What follows belongs to an exercise in optimizing a design on an open flow for small area; a production flow would make more cautious choices.
In this exercise RTL edits were held to simulation tests only and were not proved equivalent to the original.
Power is estimated from default activity; no workload was simulated.

Setup of v31:
==> flow/design.v <==
module hub75_bcm_ctl #(
  parameter int COLOR_COUNT = 3,
  parameter int COLOR_BITS = 4,
  parameter int COL_ADDR_BITS = 6,
  parameter int ROW_ADDR_BITS = 4,
  parameter int SECTIONS = 2,
  parameter int BLANK_CYCLES = 4,
  parameter int ON_UNIT = 8
) (
  input  logic clk,
  input  logic rst,
  input  logic enable,
  input  logic [7:0] brightness,
  input  logic [SECTIONS*COLOR_COUNT*(2**COL_ADDR_BITS)*COLOR_BITS-1:0] row_in,
  input  logic row_valid,
  output logic row_req,
  output logic [ROW_ADDR_BITS-1:0] next_row,
  output logic hub_clk,
  output logic hub_lat,
  output logic hub_noe,
  output logic [ROW_ADDR_BITS-1:0] hub_mux,
  output logic [SECTIONS*COLOR_COUNT-1:0] s_out,
  output logic frame_done
);
  localparam int C = 2**COL_ADDR_BITS;
  localparam int SC = SECTIONS*COLOR_COUNT;
  localparam int L = 255;
  localparam logic [1:0] P_IDLE = 2'd0, P_SHIFT = 2'd1, P_BLANK = 2'd2, P_DISP = 2'd3;
  logic [1:0] ph, ph_n;            
  logic [6:0] cnt, cnt_n;          
  logic [1:0] plane, plane_n;
  logic [6:0] br, br_n;            
  logic nreq;                      
  logic load, nload;
  logic sh, bl, dp, cin, e, req_n, done_n, lat_n;
  logic [5:0] up;
  logic [6:0] mask;
  assign load = row_req & row_valid;
  assign nload = nreq | ~row_valid;
  always_comb begin
    sh = ph == P_SHIFT;
    bl = ph == P_BLANK;
    dp = ph == P_DISP;
    cin = cnt[0] | ~sh;
    {e, up} = {1'b0, cnt[6:1]} + 7'(cin);
    ph_n = ph;
    plane_n = plane;
    req_n = row_req;
    done_n = 1'b0;
    case (ph)
      P_IDLE: begin
        req_n = row_req ? !row_valid : enable;
        if (load) ph_n = P_SHIFT;
      end
      P_SHIFT: if (e) ph_n = P_BLANK;
      P_BLANK: if (e) ph_n = P_DISP;
      default: if (e) begin
        plane_n = plane + 1'b1;
        if (plane == 2'd3) begin
          ph_n = P_IDLE;
          req_n = enable;
          done_n = &next_row;
        end else begin
          ph_n = P_SHIFT;
        end
      end
    endcase
    case (plane)
      2'd0: mask = 7'b0001110;
      2'd1: mask = 7'b0000110;
      2'd2: mask = 7'b0000010;
      default: mask = 7'b0000000;
    endcase
    if (ph == P_IDLE) cnt_n = '0;
    else cnt_n = {up, sh & ~cnt[0]}
                 | (sh & e ? 7'b1101110 : 7'b0)
                 | (bl & e || dp & !e ? mask : 7'b0);
    lat_n = ph_n == P_BLANK && cnt_n == 7'b1110110;
    br_n = bl & e ? {brightness[7:2], &brightness[1:0]} : br;
  end
  always_ff @(posedge clk) br <= br_n;
  logic [SC-1:0][L-1:0] ring, rin;
  localparam int H0 = 63, H1 = 126, H2 = 190, H3 = 254;
  for (genvar b = 0; b < 4; b++) begin : g_pl
    for (genvar kk = (b == 0 ? 1 : 0); kk < C; kk++) begin : g_col
      localparam int HB = b == 0 ? H0 : b == 1 ? H1 : b == 2 ? H2 : H3;
      localparam int J = (2*(HB - kk)) % L;
      for (genvar i = 0; i < SC; i++) begin : g_ln
        assign rin[i][J] = row_in[(i*C + C-1 - kk)*COLOR_BITS + b];
      end
    end
  end
  always_ff @(posedge clk) begin
    for (int i = 0; i < SC; i++)
      for (int k = 0; k < L; k++)
        ring[i][k] <= ~((load | ring[i][(k+L-1)%L]) & (nload | rin[i][k]));
  end
  logic [SC-1:0] tap, s_n;
  always_comb
    for (int i = 0; i < SC; i++) begin
      case (plane_n)
        2'd0: tap[i] = ring[i][125];
        2'd1: tap[i] = ~ring[i][141];
        2'd2: tap[i] = ring[i][167];
        default: tap[i] = ~ring[i][209];
      endcase
      s_n[i] = load ? row_in[(i*C + C-1)*COLOR_BITS] :
               ph_n == P_SHIFT && (cnt_n[0] ? s_out[i] : tap[i]);
    end
  always_ff @(posedge clk or posedge rst) begin
    if (rst) begin
      ph <= P_IDLE;
      cnt <= '0;
      plane <= '0;
      next_row <= '0;
      hub_lat <= 1'b0;
      hub_noe <= 1'b1;
      hub_mux <= '0;
      s_out <= '0;
      row_req <= 1'b0;
      nreq <= 1'b1;
      frame_done <= 1'b0;
    end else begin
      ph <= ph_n;
      cnt <= cnt_n;
      plane <= plane_n;
      if (dp && e && plane == 2'd3) next_row <= next_row + 1'b1;
      hub_lat <= lat_n;
      hub_noe <= !(ph_n == P_DISP && {cnt_n[6:1], 1'b1} <= br_n);
      if (lat_n) hub_mux <= next_row;
      s_out <= s_n;
      row_req <= req_n;
      nreq <= !req_n;
      frame_done <= done_n;
    end
  end
  assign hub_clk = cnt[0];
endmodule
clock: 10.0 ns
lec_check: 0
cap_margin: 20
core_area: 10 10 530 530
die_area: 0 0 540 540
slew_margin: 35
standard.sh (not shown) runs the stock make flow with config.mk's settings and CLKGATE_MAP_FILE= SYNTH_SCRIPT=/design/flow/synth_recipe.tcl, a recipe that flattens the netlist after the stock synthesis.
==> flow/flow/run.sh <==
#!/bin/bash
set -euo pipefail
bash standard.sh \
  'BUFFER_PORTS_ARGS=-buffer_cell sky130_fd_sc_hd__buf_1' \
  'CTS_ARGS=-sink_clustering_enable -repair_clock_nets -dont_use_dummy_load -sink_clustering_size 20 -sink_clustering_max_diameter 50 -buf_list {sky130_fd_sc_hd__clkbuf_8}' \
  finish > flow.log 2>&1
--- input diff v31..v44 ---
- DIE_AREA removed (was 0 0 540 540)
- CORE_AREA removed (was 10 10 530 530)
- CORE_MARGIN newly set to 2
- SLEW_MARGIN changed from 35 to 20
- CORE_UTILIZATION newly set to 55
==> flow/flow/run.sh <==
#!/bin/bash
set -euo pipefail
bash standard.sh \
  'BUFFER_PORTS_ARGS=-buffer_cell sky130_fd_sc_hd__buf_1' \
  'CTS_ARGS=-sink_clustering_enable -repair_clock_nets -dont_use_dummy_load -sink_clustering_size 20 -sink_clustering_max_diameter 40 -buf_list {sky130_fd_sc_hd__clkbuf_8}' \
  finish > flow.log 2>&1
[summary]
- Taking v31 as the reference, in v44 compound-cell area share of the yosys netlist did not really move, width of the die dropped about 47%.
- Count of standard-cell rows in v44 vs v31: down about 46%
- v44 terminated abnormally: I/O pin placement reported PPL-0024.
- In v44, initial standard-cell utilization of the core is higher than in v31.
- Compared with v31, in v44 number of nets in the synthesized netlist roughly the same, distinct cell type count after synthesis ~0 delta.
- Synthesized cell count delta (v44 -> v31): insignificant
- Diff v31 -> v44: count of flip-flops with a built-in enable after synthesis neither gained nor lost much, die height lost about 47%, area share of xor/xnor cells in the synthesized design neither gained nor lost much.
[inputs] v26 vs v44
- SLEW_MARGIN changed from 20 to 35
- CORE_UTILIZATION changed from 55 to 50
==> flow/flow/run.sh <==
#!/bin/bash
set -euo pipefail
bash standard.sh \
  'BUFFER_PORTS_ARGS=-buffer_cell sky130_fd_sc_hd__buf_1' \
  'CTS_ARGS=-sink_clustering_enable -repair_clock_nets -dont_use_dummy_load -sink_clustering_size 30 -sink_clustering_max_diameter 60 -buf_list {sky130_fd_sc_hd__clkbuf_8}' \
  'PLACE_PINS_ARGS=-min_distance 1 -min_distance_in_tracks' \
  finish > flow.log 2>&1
### Flow results
- Reported for v44 and v26, number of enable-type register cells in the synthesized netlist turned out identical to the last digit.
- Diff v44..v26 | share of synthesized cell area in and, or, nand and nor gates | unchanged
- The number of instances in the synthesized netlist of v26 and that of v44 are within noise of each other.
- The higher die extent in y of v44 and v26 is in v26.
- v44 -> v26: fraction of registers with async set/reset delta 0, exact match
- The row count in v26 was higher than what v44 gave.
- There was hardly any difference in synthesized flop and latch total between v44 and v26.
- Compared v26 against v44; mux share of post-synthesis cell area within noise.
- v26 did not make it past global routing, where a tool error ended it.
Here is what was changed in the inputs of v5 compared with v26.
- clearing CORE_MARGIN, which used to be 2
- putting DIE_AREA at 0 0 540 540 where nothing was set
- putting CORE_AREA at 10 10 530 530 where nothing was set
- clearing CORE_UTILIZATION, which used to be 50
==> flow/flow/run.sh <==
#!/bin/bash
set -euo pipefail
bash standard.sh \
  'BUFFER_PORTS_ARGS=-buffer_cell sky130_fd_sc_hd__buf_1' \
  'CTS_ARGS=-sink_clustering_enable -repair_clock_nets -dont_use_dummy_load -sink_clustering_size 36 -sink_clustering_max_diameter 60 -buf_list {sky130_fd_sc_hd__clkbuf_16}' \
  finish > flow.log 2>&1
### Flow results
- Number of buffers created by CTS in v5 is 20 above v26.
- Xor and xnor fraction of the mapped netlist area: v26 vs v5 identical
- v5 | status: complete | timing, DRC, antenna: pass
- Number of standard-cell rows in the floorplan: v5 vs v26 up 82
- [v5] height of the chip rose about 80% relative to v26
- Proportion of synthesized area in mux cells came out exactly the same in v5 and v26.
diff inputs: v5 => v7
- putting CORE_MARGIN at 2 where nothing was set
- swapping 35 for 20 in SLEW_MARGIN
- putting CORE_UTILIZATION at 55 where nothing was set
- clearing DIE_AREA, which used to be 0 0 540 540
- clearing CORE_AREA, which used to be 10 10 530 530
==> flow/flow/run.sh <==
#!/bin/bash
set -euo pipefail
bash standard.sh \
  'BUFFER_PORTS_ARGS=-buffer_cell sky130_fd_sc_hd__buf_1' \
  'CTS_ARGS=-sink_clustering_enable -repair_clock_nets -dont_use_dummy_load -sink_clustering_size 30 -sink_clustering_max_diameter 60 -buf_list {sky130_fd_sc_hd__clkbuf_4 sky130_fd_sc_hd__clkbuf_8}' \
  finish > flow.log 2>&1
--- outcome ---
No final results exist for v7, since it was stopped by error PPL-0024 during I/O pin placement.
v5: PASS, flow complete, no timing, DRC or antenna violations
Against v5, v7 reports a site row count that is lower.
From v5 to v7 the numbers moved as follows: gate count after technology mapping barely changed, post-synthesis cell type count now sits at about the same level, initial core utilization increased 39 points, post-synthesis share of cell area spent on xor and xnor gates shows no meaningful change.

Setup of job 7612:
Starts from the design.v that is shown in full above.
export LEC_CHECK = 0
export CAP_MARGIN = 20
export CORE_AREA = 10 10 530 530
export DIE_AREA = 0 0 540 540
export SLEW_MARGIN = 20
create_clock -name core_clock -period 10.0 [get_ports {clk}]
run.sh (not shown) runs the stock make flow with config.mk's settings and CLKGATE_MAP_FILE= SYNTH_SCRIPT=/design/flow/synth_recipe.tcl, a recipe that flattens the netlist after the stock synthesis.
Stock flow here: none of the scripts above is used.
[inputs] job 7458 vs job 7612
==> flow/flow/run.sh (new file) <==
#!/bin/bash
# Standard ORFS layout, with minimum-size port buffers and a clock tree
# built from small buffers without dummy loads.
set -euo pipefail
bash standard.sh \
  'BUFFER_PORTS_ARGS=-buffer_cell sky130_fd_sc_hd__buf_1' \
  'CTS_ARGS=-sink_clustering_enable -repair_clock_nets -dont_use_dummy_load -buf_list {sky130_fd_sc_hd__clkbuf_4 sky130_fd_sc_hd__clkbuf_8}' \
  finish > flow.log 2>&1
==> flow/standard.sh (new file) <==
#!/bin/bash
# synth_recipe.tcl (not shown) runs the flow's synth.tcl, then flattens the netlist and writes it again
# the make line also repeats each setting of config.mk as NAME=value (left out here)
make -C /OpenROAD-flow-scripts/flow DESIGN_CONFIG=/design/flow/config.mk WORK_HOME=/design/flow/orfs CLKGATE_MAP_FILE= SYNTH_SCRIPT=/design/flow/synth_recipe.tcl "${@:-finish}"
removed: flow/run.sh
The final layouts of job 7612 and job 7458 pass the timing, DRC and antenna checks. Power share of the sequential group: job 7458 vs job 7612 up 8.0 points. Summary of job 7458 over job 7612: net switching component of the power lower; number of non-clock buffers lower.

==> re-timing with driven ports <==
No port has a modelled driver above. Below, the same layouts with a new extraction and two added sets of constraints.
Step 1, drivers: a clkbuf_16 drives clk and a buf_2 each remaining input, both assumed.
Step 2 adds t to the input delays and takes it off the output delays; t is the mean of the earliest and latest rising clock arrival at the registers after step 1. Input paths then give back, and output paths get back, about the clock's delay inside the block.
a / b / c = no drivers / after step 1 / after step 2; a / b = the first two.
run	shift t [ns]	slack for setup (ns)	worst hold slack (ns)	latest minus earliest clock arrival (ns)	worst register clock-pin slew, ns
v31	0.964	5.897 / 5.948 / 4.984	0.361 / 0.361 / 0.361	0.124 / 0.124	0.12 / 0.12
v5	0.890	5.773 / 5.825 / 4.935	0.347 / 0.347 / 0.347	0.104 / 0.104	0.11 / 0.11
job 7612	0.893	5.698 / 5.728 / 4.834	0.401 / 0.401 / 0.401	0.064 / 0.063	0.08 / 0.08
job 7458	0.975	5.879 / 5.879 / 4.951	0.337 / 0.337 / 0.337	0.129 / 0.130	0.07 / 0.07
After both steps setup and hold are still met in every run listed. The setup slack of job 7458, which loses most, moves by 0.000 ns with the drivers and by -0.928 ns with both steps.
